This design comes from an exercise in tuning for small area, a short achievable clock period and few clock cycles on the open sky130 flow, not from production work. Where RTL was checked, it was by simulation tests only, not by an equivalence proof against the original. No activity file was given, so power comes from the tool's default toggle rates.

==> inputs of raven <==
Design unsigned_division_magic_number_core, start of the top module:
module unsigned_division_magic_number_core
(
  input  wire logic               clk_i,
  input  wire logic               rst_ni,
  input  wire logic               in_valid_i,
  output      logic               in_ready_o,
  input  wire logic [WORD_W-1:0]  in_divisor_i,
  output      logic               out_valid_o,
  input  wire logic               out_ready_i,
  output      logic [WORD_W-1:0]  out_magic_o,
  output      logic               out_add_needed_o,
  output      logic [SHIFT_W-1:0] out_shift_o,
  output      logic               out_is_power_of_two_o,
  output      logic               out_invalid_o
);
==> module unsigned_division_magic_number_core, before the edit <==
module unsigned_division_magic_number_core
(
  input  wire logic               clk_i,
  input  wire logic               rst_ni,
  input  wire logic               in_valid_i,
  output      logic               in_ready_o,
  input  wire logic [WORD_W-1:0]  in_divisor_i,
  output      logic               out_valid_o,
  input  wire logic               out_ready_i,
  output      logic [WORD_W-1:0]  out_magic_o,
  output      logic               out_add_needed_o,
  output      logic [SHIFT_W-1:0] out_shift_o,
  output      logic               out_is_power_of_two_o,
  output      logic               out_invalid_o
);
  logic st_idle_q, st_init_q, st_runa_q, st_runb_q, st_done_q, st_donef_q;
  logic [31:0] d_q;       
  logic [31:0] u_q;       
  logic [33:0] q2_q;      
  logic [5:0]  t_q;       
  logic [6:0]  k_q;       
  logic [31:0] nc_q;      
  logic [31:0] r1_q;      
  logic [30:0] q1_q;      
  logic        pow2_q;
  logic        inv_q;
  logic        start_in, start;
  logic [31:0] src;
  logic [31:0] sm;         
  logic [31:0] u_init;     
  logic [31:0] r_init;     
  logic [4:0]  msb;
  assign start_in = in_valid_i & (st_idle_q | (st_done_q & out_ready_i));
  assign start    = start_in | st_init_q;
  assign src      = st_init_q ? d_q : in_divisor_i;
  always_comb begin
    sm = src;
    for (int s = 1; s < 32; s = s * 2) begin
      for (int i = 0; i < 32; i++) begin
        if (i + s < 32) sm[i] = sm[i] | sm[i+s];
      end
    end
  end
  assign u_init = src & {1'b0, sm[31:1]};
  assign r_init = src & ~{1'b0, sm[31:1]};
  always_comb begin
    msb = '0;
    for (int i = 1; i < 32; i++) if (src[i]) msb = 5'(i);
  end
  logic [31:0] t_any, t_sev;
  logic        s_small, s_pow2, s_spec;
  always_comb begin
    t_any = d_q;
    t_sev = '0;
    for (int w = 16; w >= 1; w = w / 2) begin
      for (int i = 0; i < w; i++) begin
        t_sev[i] = t_sev[2*i] | t_sev[2*i+1] | (t_any[2*i] & t_any[2*i+1]);
        t_any[i] = t_any[2*i] | t_any[2*i+1];
      end
    end
  end
  assign s_small = (d_q[31:1] == '0);
  assign s_pow2  = ~t_sev[0];
  assign s_spec  = s_small | s_pow2;
  logic spec;
  assign spec = (d_q == 32'h8000_0001);
  logic [33:0] du;         
  logic        b;          
  logic [31:0] u_step;
  logic [33:0] d1;         
  logic        b1;
  logic [31:0] r1_step;
  logic        lt_hi, eq_hi, lt, eq, cont;
  logic        last_a;
  logic        shift_q2;
  assign du     = {1'b0, u_q, 1'b0} - {2'b00, d_q};
  assign b      = du[33];
  assign u_step = b ? {u_q[30:0], 1'b0} : du[31:0];
  assign d1      = {1'b0, r1_q, 1'b0} - {2'b00, nc_q};
  assign b1      = ~d1[33];
  assign r1_step = b1 ? d1[31:0] : {r1_q[30:0], 1'b0};
  assign lt_hi = (q1_q < u_q[31:1]);
  assign eq_hi = (q1_q == u_q[31:1]);
  assign lt    = lt_hi | (eq_hi & ~b1 & u_q[0]);
  assign eq    = eq_hi & (b1 == u_q[0]);
  assign cont  = (k_q < 7'd63) & (lt | (eq & spec));
  assign last_a = st_runa_q & (k_q == 7'd31);
  assign shift_q2 = st_runa_q | st_runb_q;
  always_ff @(posedge clk_i or negedge rst_ni) begin
    if (!rst_ni) begin
      st_idle_q  <= 1'b1;
      st_init_q  <= 1'b0;
      st_runa_q  <= 1'b0;
      st_runb_q  <= 1'b0;
      st_done_q  <= 1'b0;
      st_donef_q <= 1'b0;
    end else begin
      st_idle_q  <= (st_idle_q & ~in_valid_i) | (st_done_q & out_ready_i & ~in_valid_i);
      st_init_q  <= st_donef_q & out_ready_i;
      st_runa_q  <= start | (st_runa_q & (k_q != 7'd31) & ~s_spec);
      st_runb_q  <= (last_a & ~s_spec) | (st_runb_q & cont);
      st_done_q  <= (st_runa_q & s_spec) | (st_runb_q & ~cont) | (st_done_q & ~out_ready_i & ~in_valid_i);
      st_donef_q <= (st_done_q & ~out_ready_i & in_valid_i) | (st_donef_q & ~out_ready_i);
    end
  end
  always_ff @(posedge clk_i) begin
    if (st_idle_q || st_done_q) d_q <= in_divisor_i;
    if (start) u_q <= u_init;
    else       u_q <= u_step;
    if (start)         q2_q <= '0;
    else if (shift_q2) q2_q <= {q2_q[32:0], b};
    if (start)          t_q <= 6'd1;
    else if (st_runa_q && s_spec) t_q <= 6'd0;
    else if (shift_q2)  t_q <= q2_q[0] ? t_q + 6'd1 : 6'd1;
    if (start) begin
      k_q <= {2'b00, msb};
    end else if ((st_runa_q && k_q != 7'd31 && !s_spec) || st_runb_q) begin
      k_q <= k_q + 7'd1;
    end
    if (start)       nc_q <= src;
    else if (last_a) nc_q <= ~r1_step;
    if (start)       r1_q <= r_init;
    else if (last_a) r1_q <= {~spec, 31'd0};
    else             r1_q <= r1_step;
    if (last_a) q1_q <= {30'd0, spec};
    else        q1_q <= {q1_q[29:0], b1};
    if (st_runa_q) begin
      inv_q  <= s_small;
      pow2_q <= ~s_small & s_pow2;
    end
  end
  assign in_ready_o            = st_idle_q | st_done_q;
  assign out_valid_o           = st_done_q | st_donef_q;
  logic [31:0] flip;
  always_comb begin
    for (int i = 0; i < 32; i++) flip[i] = (t_q > 6'(i));
  end
  assign out_magic_o           = q2_q[32:1] ^ flip;
  assign out_add_needed_o      = q2_q[33] | (t_q > 6'd32);
  assign out_shift_o           = {k_q[6], k_q[4:0]};
  assign out_is_power_of_two_o = pow2_q;
  assign out_invalid_o         = inv_q;
endmodule
export LEC_CHECK = 0
export ABC_AREA = 1
export CAP_MARGIN = 20
export CORE_MARGIN = 2
export CORE_UTILIZATION = 40
export PLACE_DENSITY = 0.6
export SETUP_SLACK_MARGIN = 4.3
export SLEW_MARGIN = 20
create_clock -name core_clock -period 8.0 [get_ports {clk_i}]
standard.sh (not shown) runs the stock make flow with config.mk's settings and CLKGATE_MAP_FILE= SYNTH_SCRIPT=/design/flow/synth_recipe.tcl, a recipe that flattens the netlist after the stock synthesis.
==> flow/flow/run.sh <==
#!/bin/bash
# Standard layout, with a plain buffer (buf_2) on every input and output port
# instead of the default port buffer cell, and a clock tree of clkbuf_8 leaves
# without dummy loads.
export BUFFER_PORTS_ARGS="-buffer_cell sky130_fd_sc_hd__buf_2"
export CTS_ARGS="-sink_clustering_enable -repair_clock_nets -dont_use_dummy_load -sink_clustering_size 20 -sink_clustering_max_diameter 60 -buf_list sky130_fd_sc_hd__clkbuf_8"
bash standard.sh > standard.log 2>&1
==> inputs of juniper, as changes to raven <==
==> flow/design.v (replaced) <==
`timescale 1ns / 1ps
`default_nettype none
package udm_pkg;
  localparam int unsigned WORD_W  = 32;
  localparam int unsigned SHIFT_W = 6;
endpackage
`default_nettype wire
`timescale 1ns / 1ps
`default_nettype none
import udm_pkg::*;
module unsigned_division_magic_number_core
(
  input  wire logic               clk_i,
  input  wire logic               rst_ni,
  input  wire logic               in_valid_i,
  output      logic               in_ready_o,
  input  wire logic [WORD_W-1:0]  in_divisor_i,
  output      logic               out_valid_o,
  input  wire logic               out_ready_i,
  output      logic [WORD_W-1:0]  out_magic_o,
  output      logic               out_add_needed_o,
  output      logic [SHIFT_W-1:0] out_shift_o,
  output      logic               out_is_power_of_two_o,
  output      logic               out_invalid_o
);
  logic st_idle_q, st_init_q, st_runa_q, st_trans_q, st_runb_q, st_fin_q, st_done_q, st_donef_q;
  logic [31:0] d_q;       
  logic [31:0] u_q;       
  logic [33:0] q2_q;      
  logic [6:0]  k_q;       
  logic [31:0] nc_q;      
  logic [31:0] r1_q;      
  logic [30:0] q1_q;      
  logic        pow2_q;
  logic        inv_q;
  logic        accept, start_in, start;
  logic [31:0] src;
  logic [31:0] sm;         
  logic [31:0] u_init;     
  logic [4:0]  msb;
  logic        s_small, s_pow2, s_gen;
  assign accept   = in_valid_i & (st_idle_q | st_done_q);
  assign start_in = in_valid_i & (st_idle_q | (st_done_q & out_ready_i));
  assign start    = start_in | st_init_q;
  assign src      = st_init_q ? d_q : in_divisor_i;
  always_comb begin
    sm[31] = src[31];
    for (int i = 30; i >= 0; i--) sm[i] = sm[i+1] | src[i];
    u_init = src & {1'b0, sm[31:1]};
    msb = '0;
    for (int i = 1; i < 32; i++) if (src[i]) msb = 5'(i);
  end
  assign s_small = (src[31:1] == '0);
  assign s_pow2  = (u_init == '0);
  assign s_gen   = ~s_small & ~s_pow2;
  logic spec;
  assign spec = (d_q == 32'h8000_0001);
  logic [33:0] du;         
  logic        b;          
  logic [31:0] u_step;
  logic [34:0] d1x;        
  logic [33:0] d1;
  logic        b1;
  logic [31:0] r1_step;
  logic        lt_hi, eq_hi, lt, eq, cont;
  logic [33:0] inc;
  assign du     = {1'b0, u_q, 1'b0} - {2'b00, d_q};
  assign b      = du[33];
  assign u_step = b ? {u_q[30:0], 1'b0} : du[31:0];
  assign d1x     = {1'b0, r1_q, st_trans_q & u_q[0], ~st_trans_q} - {2'b00, nc_q, 1'b1};
  assign d1      = d1x[34:1];
  assign b1      = ~d1[33];
  assign r1_step = b1 ? d1[31:0] : {r1_q[30:0], 1'b0};
  assign lt_hi = (q1_q < u_q[31:1]);
  assign eq_hi = (q1_q == u_q[31:1]);
  assign lt    = lt_hi | (eq_hi & ~b1 & u_q[0]);
  assign eq    = eq_hi & (b1 == u_q[0]);
  assign cont  = (k_q < 7'd63) & (lt | (eq & spec));
  assign inc = {1'b0, q2_q[33:1]} + 34'd1;
  always_ff @(posedge clk_i or negedge rst_ni) begin
    if (!rst_ni) begin
      st_idle_q  <= 1'b1;
      st_init_q  <= 1'b0;
      st_runa_q  <= 1'b0;
      st_trans_q <= 1'b0;
      st_runb_q  <= 1'b0;
      st_fin_q   <= 1'b0;
      st_done_q  <= 1'b0;
      st_donef_q <= 1'b0;
    end else begin
      st_idle_q  <= (st_idle_q & ~in_valid_i) | (st_done_q & out_ready_i & ~in_valid_i);
      st_init_q  <= st_donef_q & out_ready_i;
      st_runa_q  <= (start & s_gen) | (st_runa_q & (k_q != 7'd31));
      st_trans_q <= st_runa_q & (k_q == 7'd31);
      st_runb_q  <= st_trans_q | (st_runb_q & cont);
      st_fin_q   <= st_runb_q & ~cont;
      st_done_q  <= (start & ~s_gen) | st_fin_q | (st_done_q & ~out_ready_i & ~in_valid_i);
      st_donef_q <= (st_done_q & ~out_ready_i & in_valid_i) | (st_donef_q & ~out_ready_i);
    end
  end
  always_ff @(posedge clk_i) begin
    if (accept) d_q <= in_divisor_i;
    if (start)            u_q <= u_init;
    else if (!st_trans_q) u_q <= u_step;
    if (start)                         q2_q <= '0;
    else if (st_fin_q)                 q2_q <= inc;
    else if (st_runa_q || st_runb_q)   q2_q <= {q2_q[32:0], b};
    if (start) begin
      if (s_small)     k_q <= 7'd32;
      else if (s_pow2) k_q <= {2'b01, msb};
      else             k_q <= {2'b00, msb};
    end else if (st_trans_q) begin
      k_q <= 7'd31;
    end else if (st_runa_q || st_runb_q) begin
      k_q <= k_q + 7'd1;
    end
    if (start)           nc_q <= src;
    else if (st_trans_q) nc_q <= d1[31:0];
    if (st_runa_q)       r1_q <= {1'b0, u_step[31:1]};
    else if (st_trans_q) r1_q <= {~spec, 31'd0};
    else                 r1_q <= r1_step;
    if (st_trans_q) q1_q <= {30'd0, spec};
    else            q1_q <= {q1_q[29:0], b1};
    if (start) begin
      inv_q  <= s_small;
      pow2_q <= ~s_small & s_pow2;
    end
  end
  assign in_ready_o            = st_idle_q | st_done_q;
  assign out_valid_o           = st_done_q | st_donef_q;
  assign out_magic_o           = q2_q[31:0];
  assign out_add_needed_o      = q2_q[33] | q2_q[32];
  assign out_shift_o           = {k_q[6], k_q[4:0]};
  assign out_is_power_of_two_o = pow2_q;
  assign out_invalid_o         = inv_q;
endmodule
`default_nettype wire
==> flow/run.sh (new file) <==
#!/bin/bash
# synth_recipe.tcl (not shown) runs the flow's synth.tcl, then flattens the netlist and writes it again
# the make line also repeats each setting of config.mk as NAME=value (left out here)
make -C /OpenROAD-flow-scripts/flow DESIGN_CONFIG=/design/flow/config.mk WORK_HOME=/design/flow/orfs CLKGATE_MAP_FILE= SYNTH_SCRIPT=/design/flow/synth_recipe.tcl finish
Settings changed: ABC_AREA 1 to default, SETUP_SLACK_MARGIN 4.3 to default.
removed: flow/flow/run.sh
removed: flow/standard.sh
==> inputs of amber, as changes to raven <==
--- a/flow/design.v
+++ b/flow/design.v
@@ -30,2 +30,3 @@
   logic [5:0]  t_q;       
+  logic [5:0]  tp_q;      
   logic [6:0]  k_q;       
@@ -84,3 +85,3 @@
   logic        last_a;
-  logic        shift_q2;
+  logic        shift_q2, shift_t;
   assign du     = {1'b0, u_q, 1'b0} - {2'b00, d_q};
@@ -98,2 +99,3 @@
   assign shift_q2 = st_runa_q | st_runb_q;
+  assign shift_t  = (st_runa_q & ~s_spec) | st_runb_q;
   always_ff @(posedge clk_i or negedge rst_ni) begin
@@ -121,5 +123,9 @@
     else if (shift_q2) q2_q <= {q2_q[32:0], b};
-    if (start)          t_q <= 6'd1;
-    else if (st_runa_q && s_spec) t_q <= 6'd0;
-    else if (shift_q2)  t_q <= q2_q[0] ? t_q + 6'd1 : 6'd1;
+    if (start) begin
+      t_q  <= 6'd1;
+      tp_q <= 6'd0;
+    end else if (shift_t) begin
+      t_q  <= b ? t_q + 6'd1 : 6'd1;
+      tp_q <= t_q;
+    end
     if (start) begin
@@ -145,6 +151,6 @@
   always_comb begin
-    for (int i = 0; i < 32; i++) flip[i] = (t_q > 6'(i));
+    for (int i = 0; i < 32; i++) flip[i] = (tp_q > 6'(i));
   end
   assign out_magic_o           = q2_q[32:1] ^ flip;
-  assign out_add_needed_o      = q2_q[33] | (t_q > 6'd32);
+  assign out_add_needed_o      = q2_q[33] | (tp_q > 6'd32);
   assign out_shift_o           = {k_q[6], k_q[4:0]};
==> flow/flow/run.sh (replaced) <==
#!/bin/bash
# Standard layout, with a plain buffer (buf_2) on every input and output port
# instead of the default port buffer cell.
export BUFFER_PORTS_ARGS="-buffer_cell sky130_fd_sc_hd__buf_2"
bash standard.sh > standard.log 2>&1
==> qor summary <==
metric	amber	juniper	raven
Total detailed-routing wirelength	40100 um	46500 um	37300 um
Design Area, Final	16000 um^2	16700 um^2	15600 um^2
Util after Layout	45.0%	45.6%	45.1%
Global-route usage over all layers	20.8%	23.9%	20.2%
Clock Pin Slew Worst Setup and Hold Paths	0.06 ns	0.06 ns	0.05 ns
Die area	37400 um^2	38900 um^2	36400 um^2
Combined area of the multi-input logic cells	7760 um^2	8580 um^2	7620 um^2
Via count of the first global-routing pass	12130	12642	11658
Buf+Inv Stages, Crit Path	2	2	10
Overall power after layout	7.68 mW	2.44 mW	6.69 mW
Run status	finished clean	finished clean	finished clean
Power of the clock network	1.10 mW	1.25 mW	0.606 mW
Count of cells resized by post-cts repair	8	0	38
Std cell rows	69	70	68
Initial antenna violation count	0	1	0
Fraction of power consumed by the clock network	14.3%	51.0%	9.1%
Launch instance of the worst min-delay path	q1_q[17]	q1_q[20]	q1_q[26]
Critical-path top delay cell	dfxtp_1	o21ai_0	o21ai_1
Fraction of post-synthesis cell area in the top cell type by area	20.0%	21.1%	19.6%
Power Density	482 nW/um^2	146 nW/um^2	430 nW/um^2
Max layer used	met4	met5	met4
First-pass GRT wire length	63800 um	72300 um	59200 um
Hold slack final	0.417 ns	0.465 ns	0.435 ns
DP Worst Slack	3.51 ns	3.20 ns	2.70 ns
Testbench counts of amber, summed over its fixed seeds: cycles 37,331.
For raven and juniper, only the layout was checked, not whether the RTL still works.

## afterwards: timing with drivers on the ports
Ports are ideal in the flow. The routed layouts listed here were re-timed in OpenROAD.
Step 1: set_driving_cell puts a clkbuf_16 on clk_i and a buf_2 on each other input, an assumption about the parent block.
Step 2 adds t to the input delays and takes it off the output delays; t is the mean of the earliest and latest rising clock arrival at the registers after step 1. Input paths then give back, and output paths get back, about the clock's delay inside the block.
a / b / c = ideal ports / drivers / drivers and shift; a / b = the first two.
run | t (ns) | setup WS [ns] | worst setup path at the end | clock arrival spread, ns | worst data-port slew with drivers (ns)
raven | 0.599 | 4.257 / 4.277 / 3.678 | input to register | 0.060 / 0.059 | 0.05
juniper | 0.613 | 3.298 / 3.298 / 3.112 | input to register | 0.013 / 0.013 | 0.04
amber | 0.579 | 4.329 / 4.277 / 3.959 | input to register | 0.031 / 0.031 | 0.05
After both steps every run listed still meets setup and hold. For raven, which loses most, drivers alone change the setup slack by +0.020 ns; drivers and shift together by -0.579 ns.
